From an optimization exercise on the open Yosys and OpenROAD flow, aimed at small area, a short achievable clock period and few clock cycles; shortcuts taken in it are not production practice.
At most, simulation tests tie the RTL to the original design; equivalence was not proved.

== PW ==
==> flow/design.v (excerpt) <==
module mat_vec_sequencer #(
    parameter int FRAC_BITS = 16,
    parameter int DIM_W     = 8
) (
    input  logic             clk,
    input  logic             reset,
    input  logic             start,
    input  logic [DIM_W-1:0] m_dim,
    input  logic [DIM_W-1:0] n_dim,
    input  logic             transpose,
    output logic             mat_read,
    output logic [DIM_W-1:0] mat_m_addr,
    output logic [DIM_W-1:0] mat_n_addr,
    output logic             mat_tr,
    input  logic [31:0]      mat_data,
    output logic [DIM_W-1:0] vec_addr,
    input  logic [31:0]      vec_data,
    output logic             y_valid,
    input  logic             y_ready,
    output logic [DIM_W-1:0] y_addr,
    output logic [31:0]      y_data,
    output logic             busy,
    output logic             done
);
For scale: about 3000 cells after synthesis, roughly 320 flip-flops, roughly 0.029 mm2 of cells after synthesis.
export LEC_CHECK = 0
export ABC_AREA = 1
export CAP_MARGIN = 20
export CORE_MARGIN = 2
export CORE_UTILIZATION = 40
export SLEW_MARGIN = 20
create_clock -name core_clock -period 12.0 [get_ports {clk}]
standard.sh (not shown) runs the stock make flow with config.mk's settings and CLKGATE_MAP_FILE= SYNTH_SCRIPT=/design/flow/synth_recipe.tcl, a recipe that flattens the netlist after the stock synthesis.
==> flow/flow/run.sh <==
#!/bin/bash
bash standard.sh SYNTH_ARGS=-noabc SETUP_SLACK_MARGIN=${MARGIN:-8.5} finish > standard.log 2>&1
Testbench counts of PW, summed over its fixed seeds: cycles 39,365.
The following lists how MS was set up differently from PW:
--- a/flow/design.v
+++ b/flow/design.v
@@ -97,17 +97,17 @@
         if (go)        ya <= '0;
         else if (xfer) ya <= ya + 1'b1;
     end
     logic [31:0] a_r, acc;
     logic [15:0] bo, bt, bn;
     logic [32:0] vb;
     assign vb = {vec_data, 1'b0};
     logic [127:0] hb;
-    logic [15:0] lb;
+    logic [7:0] lb;
     logic        ck;
     logic [32:0] ae;
     assign ae = {a_r[31], a_r};
     logic [32:0] pp0;
     logic [32:0] pp1;
     logic [32:0] pp2;
     logic [32:0] pp3;
     logic [32:0] pp4;
@@ -855,19 +855,19 @@
     wire bs715 = pp13[21] ^ pp14[19] ^ pp15[17];
     wire bc716 = (pp13[21] & pp14[19]) | (pp13[21] & pp15[17]) | (pp14[19] & pp15[17]);
     wire bs717 = bc700 ^ bc702 ^ bc704;
     wire bc718 = (bc700 & bc702) | (bc700 & bc704) | (bc702 & bc704);
     wire bs719 = bs711 ^ bs713 ^ bs715;
     wire bc720 = (bs711 & bs713) | (bs711 & bs715) | (bs713 & bs715);
     wire bs721 = bc706 ^ bc708;
     wire bc722 = bc706 & bc708;
-    logic [8:0] lsum;
-    assign lsum = {1'b0, {bs21, bs15, bs9, bs5, bc2, pp1[0], pp0[1], pp0[0]}} + {1'b0, {bs23, bs17, bs11, bs7, bs3, bs1, 1'b0, bn[0]}};
-    wire ck_n = lsum[8];
+    logic [12:0] lsum;
+    assign lsum = {1'b0, {bc50, bs47, bs37, bc24, bs21, bs15, bs9, bs5, bc2, pp1[0], pp0[1], pp0[0]}} + {1'b0, {bs59, bs49, bs39, bs31, bs23, bs17, bs11, bs7, bs3, bs1, 1'b0, bn[0]}};
+    wire ck_n = lsum[12];
     logic [127:0] hb_n;
     assign hb_n[0] = bs123;
     assign hb_n[1] = bc110;
     assign hb_n[2] = bc112;
     assign hb_n[3] = bs125;
     assign hb_n[4] = bs135;
     assign hb_n[5] = bc124;
     assign hb_n[6] = bc126;
@@ -987,38 +987,30 @@
     assign hb_n[120] = bs707;
     assign hb_n[121] = bc698;
     assign hb_n[122] = bc696;
     assign hb_n[123] = bs709;
     assign hb_n[124] = bs717;
     assign hb_n[125] = bs719;
     assign hb_n[126] = bc710;
     assign hb_n[127] = bs721;
-    logic [15:0] lb_n;
-    assign lb_n[0] = bc24;
-    assign lb_n[1] = bs31;
-    assign lb_n[2] = bs37;
-    assign lb_n[3] = bs39;
-    assign lb_n[4] = bs47;
-    assign lb_n[5] = bs49;
-    assign lb_n[6] = bc50;
-    assign lb_n[7] = bs59;
-    assign lb_n[8] = bc60;
-    assign lb_n[9] = bs71;
-    assign lb_n[10] = bs81;
-    assign lb_n[11] = bs83;
-    assign lb_n[12] = bc84;
-    assign lb_n[13] = bs97;
-    assign lb_n[14] = bc98;
-    assign lb_n[15] = bs111;
+    logic [7:0] lb_n;
+    assign lb_n[0] = bc60;
+    assign lb_n[1] = bs71;
+    assign lb_n[2] = bs81;
+    assign lb_n[3] = bs83;
+    assign lb_n[4] = bc84;
+    assign lb_n[5] = bs97;
+    assign lb_n[6] = bc98;
+    assign lb_n[7] = bs111;
     logic [31:0] acc_in;
     assign acc_in = fB ? 32'd0 : acc;
-    logic [9:0] csum;
-    assign csum = {1'b0, {lb[14], lb[12], lb[10], lb[8], lb[6], lb[4], lb[2], lb[0]}, 1'b1} + {1'b0, {lb[15], lb[13], lb[11], lb[9], lb[7], lb[5], lb[3], lb[1]}, ck};
-    wire c16 = csum[9];
+    logic [5:0] csum;
+    assign csum = {1'b0, {lb[6], lb[4], lb[2], lb[0]}, 1'b1} + {1'b0, {lb[7], lb[5], lb[3], lb[1]}, ck};
+    wire c16 = csum[5];
     wire ms723 = hb[0] ^ hb[1] ^ hb[2];
     wire mc724 = (hb[0] & hb[1]) | (hb[0] & hb[2]) | (hb[1] & hb[2]);
     wire ms725 = hb[3] ^ acc_in[0] ^ ms723;
     wire mc726 = (hb[3] & acc_in[0]) | (hb[3] & ms723) | (acc_in[0] & ms723);
     wire ms727 = hb[4] ^ hb[5] ^ hb[6];
     wire mc728 = (hb[4] & hb[5]) | (hb[4] & hb[6]) | (hb[5] & hb[6]);
     wire ms729 = hb[7] ^ acc_in[1] ^ mc724;
     wire mc730 = (hb[7] & acc_in[1]) | (hb[7] & mc724) | (acc_in[1] & mc724);
--- outcome ---
In terms of share of the cycle needed by the critical path after routing, PW and MS differ only marginally.
As of MS, sum of met3 wire segment lengths after detailed routing had risen by more than 10% compared to PW.
Of the two values seen for capture point of the critical path, mat_m_addr[1] was produced by PW and mat_m_addr[3] by MS.
For clock latency on the worst-skew pair, MS and PW come out practically identical.
Going from PW to MS, number of buffers added by the clock tree synthesis step decreased by 1 relative to the old numbers; worst setup slack closely matched the old numbers.
Only the layout flow was run in MS; the RTL was not checked for function there.

what the ideal ports hide:
In the flow no input, the clock included, has a driving cell. The finished layouts below were timed again as built, in two steps. Step 1, drivers: a clkbuf_16 drives clk and a buf_2 each remaining input, both assumed. Step 2 adds t to the input delays and takes it off the output delays; t is the mean of the earliest and latest rising clock arrival at the registers after step 1. Input paths then give back, and output paths get back, about the clock's delay inside the block. a / b / c = no drivers / after step 1 / after step 2; a / b = the first two.
run | t (ns) | setup slack, ns | worst setup path at the end
PW | 0.626 | 8.373 / 8.314 / 7.996 | input to register
MS | 0.616 | 8.372 / 8.314 / 7.944 | input to register
After both steps every run listed still meets setup and hold. The setup slack of MS, which loses most, moves by -0.058 ns with the drivers and by -0.428 ns with both steps.
